What follows belongs to an exercise in optimizing a design on an open flow for small area, a short achievable clock period and few clock cycles; a production flow would make more cautious choices. At most, simulation tests tie the RTL to the original design; equivalence was not proved.

run 1:
==> flow/design.v <==
module muldiv_unit #(
  parameter int WIDTH      = 32,
  parameter int MUL_CYCLES = 5
) (
  input  logic             clk,
  input  logic             reset,
  input  logic [WIDTH-1:0] A,
  input  logic [WIDTH-1:0] B,
  input  logic [3:0]       MULOp,
  input  logic             start,
  output logic             busy,
  output logic [WIDTH-1:0] HI,
  output logic [WIDTH-1:0] LO
);
  localparam logic [3:0] OP_MULT  = 4'd1;
  localparam logic [3:0] OP_MULTU = 4'd2;
  localparam logic [3:0] OP_DIV   = 4'd3;
  localparam logic [3:0] OP_DIVU  = 4'd4;
  localparam logic [3:0] OP_MTHI  = 4'd5;
  localparam logic [3:0] OP_MTLO  = 4'd6;
  localparam logic [3:0] OP_MADD  = 4'd7;
  localparam logic [3:0] OP_MADDU = 4'd8;
  localparam logic [3:0] OP_MSUB  = 4'd9;
  localparam logic [3:0] OP_MSUBU = 4'd10;
  localparam int CW = 43;       
  localparam int FW = 35;       
  logic        busy_q;
  logic        f_mul, f_fin, f_prep, f_norm, f_div, f_corr, f_negr, f_negq;
  logic        dlast_q;   
  logic [4:0]  cnt_q;
  logic        sg_q;      
  logic        uns_q;     
  logic        acc_q;     
  logic        sub_q;     
  logic        an_q;      
  logic        first_q;   
  logic        bz_q;      
  logic [3:0]  bs1_q, bs2_q, bng_q;    
  logic        s_en_q;    
  logic        ssh_q;     
  logic        fhi_q;     
  logic        fm_q;      
  logic        eh_q;      
  logic        el_q;      
  logic        finv_q;    
  logic [1:0]  cy_q;      
  logic [31:0] hi_q;
  logic [31:0] lo_q;      
  logic [31:0] m_q;       
  logic [FW-1:0] s_q;     
  logic [FW-1:0] c_q;     
  logic is_mul, is_div, op_sg, op_acc, op_sub, op_uns;
  always_comb begin
    is_mul = (MULOp == OP_MULT) || (MULOp == OP_MULTU);
    is_mul = is_mul || (MULOp == OP_MADD) || (MULOp == OP_MADDU) ||
             (MULOp == OP_MSUB) || (MULOp == OP_MSUBU);
    op_acc = (MULOp == OP_MADD) || (MULOp == OP_MADDU) ||
             (MULOp == OP_MSUB) || (MULOp == OP_MSUBU);
    op_sub = (MULOp == OP_MSUB) || (MULOp == OP_MSUBU);
    is_div = (MULOp == OP_DIV) || (MULOp == OP_DIVU);
    op_sg  = (MULOp == OP_MULT) || (MULOp == OP_DIV) ||
             (MULOp == OP_MADD) || (MULOp == OP_MSUB);
    op_uns = (MULOp == OP_MULTU) || (MULOp == OP_MADDU) || (MULOp == OP_MSUBU);
  end
  function automatic logic [11:0] booth4(input logic [8:0] w, input logic neg_all);
    logic [3:0] s1, s2, ng;
    for (int j = 0; j < 4; j++) begin
      s1[j] = w[2*j] ^ w[2*j+1];
      s2[j] = (w[2*j+2] & ~w[2*j+1] & ~w[2*j]) | (~w[2*j+2] & w[2*j+1] & w[2*j]);
      ng[j] = (w[2*j+2] & ~(w[2*j+1] & w[2*j])) ^ (neg_all & (s1[j] | s2[j]));
    end
    booth4 = {ng, s2, s1};
  endfunction
  function automatic logic [5:0] clz32(input logic [31:0] v);
    logic [2:0] c4 [8];
    logic [7:0] nz;
    logic [5:0] r;
    for (int g = 0; g < 8; g++) begin
      logic [3:0] n;
      n = v[4*g +: 4];
      nz[g] = |n;
      c4[g] = n[3] ? 3'd0 : n[2] ? 3'd1 : n[1] ? 3'd2 : n[0] ? 3'd3 : 3'd4;
    end
    r = 6'd32;
    for (int g = 0; g < 8; g++) if (nz[g]) r = 6'(4 * (7 - g)) + {3'd0, c4[g]};
    clz32 = r;
  endfunction
  logic        in_an;
  assign in_an = op_sg & A[31];
  logic          msgn, bn;
  logic [FW-1:0] mext;
  assign msgn = sg_q & m_q[31];
  assign bn   = msgn;
  assign mext = {{(FW-32){msgn}}, m_q};
  logic [CW-1:0] pv [4];
  logic [CW-1:0] t1s, t1c, t2s, t2c, t3s, t3c, t4s, t4c;
  logic [9:0]    lowsum;
  logic [7:0]    ecor;
  function automatic logic [2*CW-1:0] csa(input logic [CW-1:0] a, b, c);
    logic [CW-1:0] s, k;
    s = a ^ b ^ c;
    k = (a & b) | (a & c) | (b & c);
    csa = {k[CW-2:0], 1'b0, s};
  endfunction
  always_comb begin
    for (int j = 0; j < 4; j++) begin
      logic [FW-1:0] v;
      v = (({FW{bs1_q[j]}} & mext) | ({FW{bs2_q[j]}} & {mext[FW-2:0], 1'b0})) ^ {FW{bng_q[j]}};
      v[FW-1] = ~v[FW-1];
      pv[j] = {{(CW-FW){1'b0}}, v} << (2*j);
    end
    pv[0] = pv[0] | ({{(CW-8){1'b0}}, 8'b1010_1010} << 34);
    {t1c, t1s} = csa({{(CW-FW){1'b0}}, s_q}, {{(CW-FW){1'b0}}, c_q}, pv[0]);
    {t2c, t2s} = csa(pv[1], pv[2], pv[3]);
    {t3c, t3s} = csa(t1s, t1c, t2s);
    {t4c, t4s} = csa(t3s, t3c, t2c);
    ecor   = {1'b0, bng_q[3], 1'b0, bng_q[2], 1'b0, bng_q[1], cy_q[1], bng_q[0]};
    lowsum = {2'b00, t4s[7:0]} + {2'b00, t4c[7:0]} + {2'b00, ecor} + {9'd0, cy_q[0]};
  end
  logic [FW-1:0] fa_s, fa_h, fsum, fu, fv;
  always_comb begin
    fa_s = ({FW{s_en_q}} & s_q) | ({FW{fhi_q}} & {{(FW-32){1'b0}}, hi_q}) |
           ({FW{ssh_q}} & {s_q[FW-2:0], lo_q[31]});
    fa_h = (({FW{fm_q}} & mext) | ({FW{eh_q}} & {{(FW-32){1'b0}}, hi_q}) |
            ({FW{el_q}} & {{(FW-32){1'b0}}, lo_q})) ^ {FW{finv_q}};
    fu   = fa_s ^ c_q ^ fa_h;
    fv   = (fa_s & c_q) | (fa_s & fa_h) | (c_q & fa_h);
    fsum = fu + {fv[FW-2:0], cy_q[0] | cy_q[1]} + {{(FW-1){1'b0}}, cy_q[1] | finv_q};
  end
  logic sgn;
  assign sgn = fsum[FW-1];
  logic [6:0]  kk;
  logic [4:0]  k;
  logic [5:0]  kp;
  logic        zq;
  logic [31:0] rot, lowm;
  logic [5:0] clz_a, in_clz_b;
  logic [4:0] lsb_m;      
  always_comb begin
    clz_a    = clz32(lo_q);
    in_clz_b = clz32({1'b0, B[30:0] ^ B[31:1]});
  end
  always_comb begin
    kk  = {1'b0, clz_a} + 7'd31 - {2'b00, lsb_m};
    zq  = ~bz_q & (kk >= 7'd32);
    k   = bz_q ? 5'd0 : kk[4:0];
    kp  = {1'b0, k} + 6'd1;
    rot = lo_q;
    if (k[0]) rot = {rot[30:0], rot[31]};
    if (k[1]) rot = {rot[29:0], rot[31:30]};
    if (k[2]) rot = {rot[27:0], rot[31:28]};
    if (k[3]) rot = {rot[23:0], rot[31:24]};
    if (k[4]) rot = {rot[15:0], rot[31:16]};
    for (int j = 0; j < 32; j++) lowm[j] = (5'(j) < k) | zq;    
  end
  logic [FW-1:0] s_next, c_next;
  logic [31:0]   lo_next, mul_x;
  assign mul_x = {lowsum[7:0], lo_q[31:8]};
  always_comb begin
    s_next = fsum;
    if (f_mul)            s_next = t4s[CW-1:8];
    if (f_norm)           s_next = {{(FW-32){1'b0}}, rot & lowm};
    c_next = {FW{f_mul}} & t4c[CW-1:8];    
    lo_next = fsum[31:0];
    if (f_mul)            lo_next = mul_x;
    if (f_div)            lo_next = {lo_q[30:0], ~sgn};
    if (f_norm)           lo_next = rot & ~lowm;
  end
  logic qn;
  assign qn = (an_q ^ bn) & ~bz_q;
  logic done, hi_we, lo_we;
  logic n_mul, n_fin, n_norm, n_div, n_corr, n_negr, n_negq;
  always_comb begin
    done = 1'b0; hi_we = 1'b0; lo_we = 1'b0;
    n_mul = 1'b0; n_fin = 1'b0; n_norm = 1'b0; n_div = 1'b0;
    n_corr = 1'b0; n_negr = 1'b0; n_negq = 1'b0;
    if (f_mul) begin
      lo_we = 1'b1;
      hi_we = first_q;           
      if (cnt_q[1:0] != 2'd0) n_mul = 1'b1;
      else                    n_fin = 1'b1;
    end
    if (f_fin) begin hi_we = 1'b1; done = 1'b1; end
    if (f_prep) begin lo_we = 1'b1; n_norm = 1'b1; end
    if (f_norm) begin
      lo_we = 1'b1;
      if (zq) done = 1'b1;
      else    n_div = 1'b1;
    end
    if (f_div) lo_we = 1'b1;
    if (f_div & ~dlast_q) n_div = 1'b1;
    if ((f_div & dlast_q) | f_corr) begin
      hi_we = 1'b1;
      if (f_div && sgn) n_corr = 1'b1;    
      else if (an_q)    n_negr = 1'b1;
      else if (qn)      n_negq = 1'b1;
      else              done   = 1'b1;
    end
    if (f_negr) begin
      hi_we = 1'b1;
      if (qn) n_negq = 1'b1;
      else    done = 1'b1;
    end
    if (f_negq) begin lo_we = 1'b1; done = 1'b1; end
  end
  always_ff @(posedge clk) begin
    if (!busy_q) begin
      m_q  <= B;
      s_q  <= {1'b1, 2'b00, op_acc ? lo_q : 32'd0};
      c_q  <= '0;
      cy_q <= 2'd0;
    end else begin
      s_q <= s_next;
      c_q <= c_next;
      if (f_mul) cy_q <= lowsum[9:8];
    end
  end
  always_ff @(posedge clk) begin
    if (reset) begin
      busy_q <= 1'b0;
      hi_q   <= '0;
      lo_q   <= '0;
    end else if (!busy_q) begin
      if (start) begin
        if (MULOp == OP_MTHI || is_div)          hi_q <= A;
        if (MULOp == OP_MTLO || is_div || is_mul) lo_q <= A;
        busy_q <= is_mul | is_div;
      end
    end else begin
      if (hi_we)   hi_q <= fsum[31:0];
      if (lo_we)   lo_q <= lo_next;
      if (done)    busy_q <= 1'b0;
    end
  end
  always_ff @(posedge clk) begin
    if (!busy_q) begin
      sg_q   <= op_sg;
      uns_q  <= op_uns;
      acc_q  <= op_acc;
      sub_q  <= op_sub;
      an_q   <= in_an;
      bz_q   <= ~|B;
      first_q <= 1'b1;
      lsb_m   <= (B[31] & ~op_sg) ? 5'd0 : (in_clz_b[4:0] | {5{in_clz_b[5]}});
      f_mul  <= ~is_div;
      f_fin  <= 1'b0;
      f_prep <= is_div & in_an;
      f_norm <= is_div & ~in_an;
      f_div  <= 1'b0;
      f_corr <= 1'b0;
      f_negr <= 1'b0;
      f_negq <= 1'b0;
      dlast_q <= 1'b0;
      cnt_q  <= 5'd3;
      {bng_q, bs2_q, bs1_q} <= is_div ? 12'd0 : booth4({A[7:0], 1'b0}, op_sub);
      s_en_q <= 1'b0;
      ssh_q  <= 1'b0;
      fhi_q  <= op_acc;
      fm_q   <= op_uns & A[31];
      eh_q   <= is_div & in_an;
      el_q   <= 1'b0;
      finv_q <= (is_div & in_an) | (op_sub & op_uns & A[31]);
    end else begin
      f_mul  <= n_mul;
      f_fin  <= n_fin;
      f_prep <= 1'b0;
      f_norm <= n_norm;
      f_div  <= n_div;
      f_corr <= n_corr;
      f_negr <= n_negr;
      f_negq <= n_negq;
      if (f_mul | f_div) cnt_q <= cnt_q - 5'd1;
      if (f_norm)        cnt_q <= 5'(6'd32 - kp);
      dlast_q <= f_norm ? (kp == 6'd32) : (f_div & (cnt_q == 5'd1));
      {bng_q, bs2_q, bs1_q} <= '0;
      if (n_mul) {bng_q, bs2_q, bs1_q} <= booth4(lo_q[15:7], sub_q);
      first_q <= 1'b0;
      s_en_q <= n_fin | n_corr;
      ssh_q  <= n_div;
      fhi_q  <= 1'b0;
      fm_q   <= n_div | n_corr;
      eh_q   <= n_fin | n_negr;
      el_q   <= n_negq;
      finv_q <= n_negr | n_negq | (n_div & (f_div ? ~(bn ^ sgn) : ~bn)) | (n_corr & bn);
    end
  end
  assign busy = busy_q;
  assign HI   = hi_q;
  assign LO   = lo_q;
endmodule
clock: 13.5 ns
lec_check: 0
cap_margin: 20
core_margin: 2
core_utilization: 40
slew_margin: 20
standard.sh (not shown) runs the stock make flow with config.mk's settings and CLKGATE_MAP_FILE= SYNTH_SCRIPT=/design/flow/synth_recipe.tcl, a recipe that flattens the netlist after the stock synthesis.
==> flow/flow/run.sh <==
#!/bin/bash
# Layout flow: the standard ORFS flow (standard synthesis, floorplan, placement,
# CTS, routing) at the design's clock period and constraints, with
#  - a larger setup margin for ORFS's repair_timing passes, so that timing repair keeps
#    sizing and buffering the longest paths instead of stopping at the 13.5 ns clock;
#  - every port still buffered, with a plain buffer cell instead of a delay cell.
set -euo pipefail
bash standard.sh SETUP_SLACK_MARGIN=9 MATCH_CELL_FOOTPRINT=0 \
  "BUFFER_PORTS_ARGS=-buffer_cell sky130_fd_sc_hd__buf_1" finish > flow_make.log 2>&1
Here is what was changed in the inputs of run 2 compared with run 1.
diff --git a/flow/design.v b/flow/design.v
--- a/flow/design.v
+++ b/flow/design.v
@@ -32,12 +32,14 @@
   logic        uns_q;     
   logic        acc_q;     
   logic        sub_q;     
   logic        an_q;      
   logic        first_q;   
   logic        bz_q;      
+  logic [5:0]  clz_q;     
+  logic [4:0]  msb_q;     
   logic [3:0]  bs1_q, bs2_q, bng_q;    
   logic        s_en_q;    
   logic        ssh_q;     
   logic        fhi_q;     
   logic        fm_q;      
   logic        eh_q;      
@@ -83,13 +85,20 @@
     end
     r = 6'd32;
     for (int g = 0; g < 8; g++) if (nz[g]) r = 6'(4 * (7 - g)) + {3'd0, c4[g]};
     clz32 = r;
   endfunction
   logic        in_an;
-  assign in_an = op_sg & A[31];
+  logic [5:0]  in_clz, in_bclz;
+  logic [5:0]  in_clz_f;
+  logic [4:0]  in_msb_f;
+  assign in_an    = op_sg & A[31];
+  assign in_clz   = clz32({1'b0, A[30:0] ^ A[31:1]});
+  assign in_bclz  = clz32({1'b0, B[30:0] ^ B[31:1]});
+  assign in_clz_f = (A[31] & ~op_sg) ? 6'd0 : in_clz;
+  assign in_msb_f = (B[31] & ~op_sg) ? 5'd0 : (in_bclz[4:0] | {5{in_bclz[5]}});
   logic          msgn, bn;
   logic [FW-1:0] mext;
   assign msgn = sg_q & m_q[31];
   assign bn   = msgn;
   assign mext = {{(FW-32){msgn}}, m_q};
   logic [CW-1:0] pv [4];
@@ -131,64 +140,58 @@
   assign sgn = fsum[FW-1];
   logic [6:0]  kk;
   logic [4:0]  k;
   logic [5:0]  kp;
   logic        zq;
   logic [31:0] rot, lowm;
-  logic [5:0] clz_a, in_clz_b;
-  logic [4:0] lsb_m;      
-  always_comb begin
-    clz_a    = clz32(lo_q);
-    in_clz_b = clz32({1'b0, B[30:0] ^ B[31:1]});
-  end
-  always_comb begin
-    kk  = {1'b0, clz_a} + 7'd31 - {2'b00, lsb_m};
+  always_comb begin
+    kk  = {1'b0, clz_q} + 7'd31 - {2'b00, msb_q} - {6'd0, an_q};
     zq  = ~bz_q & (kk >= 7'd32);
     k   = bz_q ? 5'd0 : kk[4:0];
     kp  = {1'b0, k} + 6'd1;
     rot = lo_q;
     if (k[0]) rot = {rot[30:0], rot[31]};
     if (k[1]) rot = {rot[29:0], rot[31:30]};
     if (k[2]) rot = {rot[27:0], rot[31:28]};
     if (k[3]) rot = {rot[23:0], rot[31:24]};
     if (k[4]) rot = {rot[15:0], rot[31:16]};
-    for (int j = 0; j < 32; j++) lowm[j] = (5'(j) < k) | zq;    
+    for (int j = 0; j < 32; j++) lowm[j] = (5'(j) < k);
   end
   logic [FW-1:0] s_next, c_next;
   logic [31:0]   lo_next, mul_x;
   assign mul_x = {lowsum[7:0], lo_q[31:8]};
   always_comb begin
     s_next = fsum;
     if (f_mul)            s_next = t4s[CW-1:8];
     if (f_norm)           s_next = {{(FW-32){1'b0}}, rot & lowm};
-    c_next = {FW{f_mul}} & t4c[CW-1:8];    
+    c_next = f_mul ? t4c[CW-1:8] : c_q;
     lo_next = fsum[31:0];
     if (f_mul)            lo_next = mul_x;
     if (f_div)            lo_next = {lo_q[30:0], ~sgn};
     if (f_norm)           lo_next = rot & ~lowm;
   end
   logic qn;
   assign qn = (an_q ^ bn) & ~bz_q;
-  logic done, hi_we, lo_we;
+  logic done, hi_we, lo_we, lo_zero;
   logic n_mul, n_fin, n_norm, n_div, n_corr, n_negr, n_negq;
   always_comb begin
-    done = 1'b0; hi_we = 1'b0; lo_we = 1'b0;
+    done = 1'b0; hi_we = 1'b0; lo_we = 1'b0; lo_zero = 1'b0;
     n_mul = 1'b0; n_fin = 1'b0; n_norm = 1'b0; n_div = 1'b0;
     n_corr = 1'b0; n_negr = 1'b0; n_negq = 1'b0;
     if (f_mul) begin
       lo_we = 1'b1;
       hi_we = first_q;           
       if (cnt_q[1:0] != 2'd0) n_mul = 1'b1;
       else                    n_fin = 1'b1;
     end
     if (f_fin) begin hi_we = 1'b1; done = 1'b1; end
     if (f_prep) begin lo_we = 1'b1; n_norm = 1'b1; end
     if (f_norm) begin
       lo_we = 1'b1;
-      if (zq) done = 1'b1;
-      else    n_div = 1'b1;
+      if (zq) begin lo_zero = 1'b1; done = 1'b1; end
+      else n_div = 1'b1;
     end
     if (f_div) lo_we = 1'b1;
     if (f_div & ~dlast_q) n_div = 1'b1;
     if ((f_div & dlast_q) | f_corr) begin
       hi_we = 1'b1;
       if (f_div && sgn) n_corr = 1'b1;    
@@ -225,26 +228,27 @@
         if (MULOp == OP_MTHI || is_div)          hi_q <= A;
         if (MULOp == OP_MTLO || is_div || is_mul) lo_q <= A;
         busy_q <= is_mul | is_div;
       end
     end else begin
       if (hi_we)   hi_q <= fsum[31:0];
-      if (lo_we)   lo_q <= lo_next;
+      if (lo_we)   lo_q <= lo_zero ? 32'd0 : lo_next;
       if (done)    busy_q <= 1'b0;
     end
   end
   always_ff @(posedge clk) begin
     if (!busy_q) begin
       sg_q   <= op_sg;
       uns_q  <= op_uns;
       acc_q  <= op_acc;
       sub_q  <= op_sub;
       an_q   <= in_an;
       bz_q   <= ~|B;
+      clz_q  <= in_clz_f;
+      msb_q  <= in_msb_f;
       first_q <= 1'b1;
-      lsb_m   <= (B[31] & ~op_sg) ? 5'd0 : (in_clz_b[4:0] | {5{in_clz_b[5]}});
       f_mul  <= ~is_div;
       f_fin  <= 1'b0;
       f_prep <= is_div & in_an;
       f_norm <= is_div & ~in_an;
       f_div  <= 1'b0;
       f_corr <= 1'b0;
## What came out
- Vias: run 2 more than run 1
- Run 2 improves on run 1 in detailed-route wire length.
- A critical path class of in -> reg is what run 2 shows, while reg -> reg belongs to run 1.
- | xor/xnor cell area share of the yosys netlist | run 2 vs run 1 | 0.74 points lower |
- Re width of the die: run 2 and run 1 aren't equal, and the higher value belongs to run 2.
- Between run 2 and run 1, it is run 2 whose fmax is higher, by 5.8%.
- Compared with run 1, run 2 shows a lower global-route usage.
- Going from run 1 to run 2, post-route minimum period shrinks by 260 ps.
- Taking run 1 as the reference, in run 2 setup slack went up; hold slack +40 ps; worst-margin pin slew went down 190 ps.
Testbench counts of run 2, summed over its fixed seeds: cycles 13,972.
Function not checked in run 1: the RTL went through the layout flow alone.

==> afterwards: timing with drivers on the ports <==
The flow's constraints put no driver on any port. The routed layouts listed below were extracted and timed again, unchanged, in two steps. Step 1 assumes that a clkbuf_16 drives the clock port and a buf_2 every other input. Step 2 moves the port delays by t, midway between the first and last clock arrival at a register: inputs arrive t later, outputs are due t later. That takes back most of the time a late clock gives input paths. Three values: no drivers, after step 1, after step 2; two values: the first two.
run	t, ns	slack for setup (ns)	clock arrival spread, ns	cell pins on the clock port's net
run 1	0.647	8.737 / 8.737 / 8.423	0.029 / 0.029	1
run 2	0.649	8.998 / 9.035 / 8.385	0.013 / 0.013	1
After both steps setup and hold are still met in every run listed. The setup slack of run 2, which loses most, moves by +0.037 ns with the drivers and by -0.613 ns with both steps.
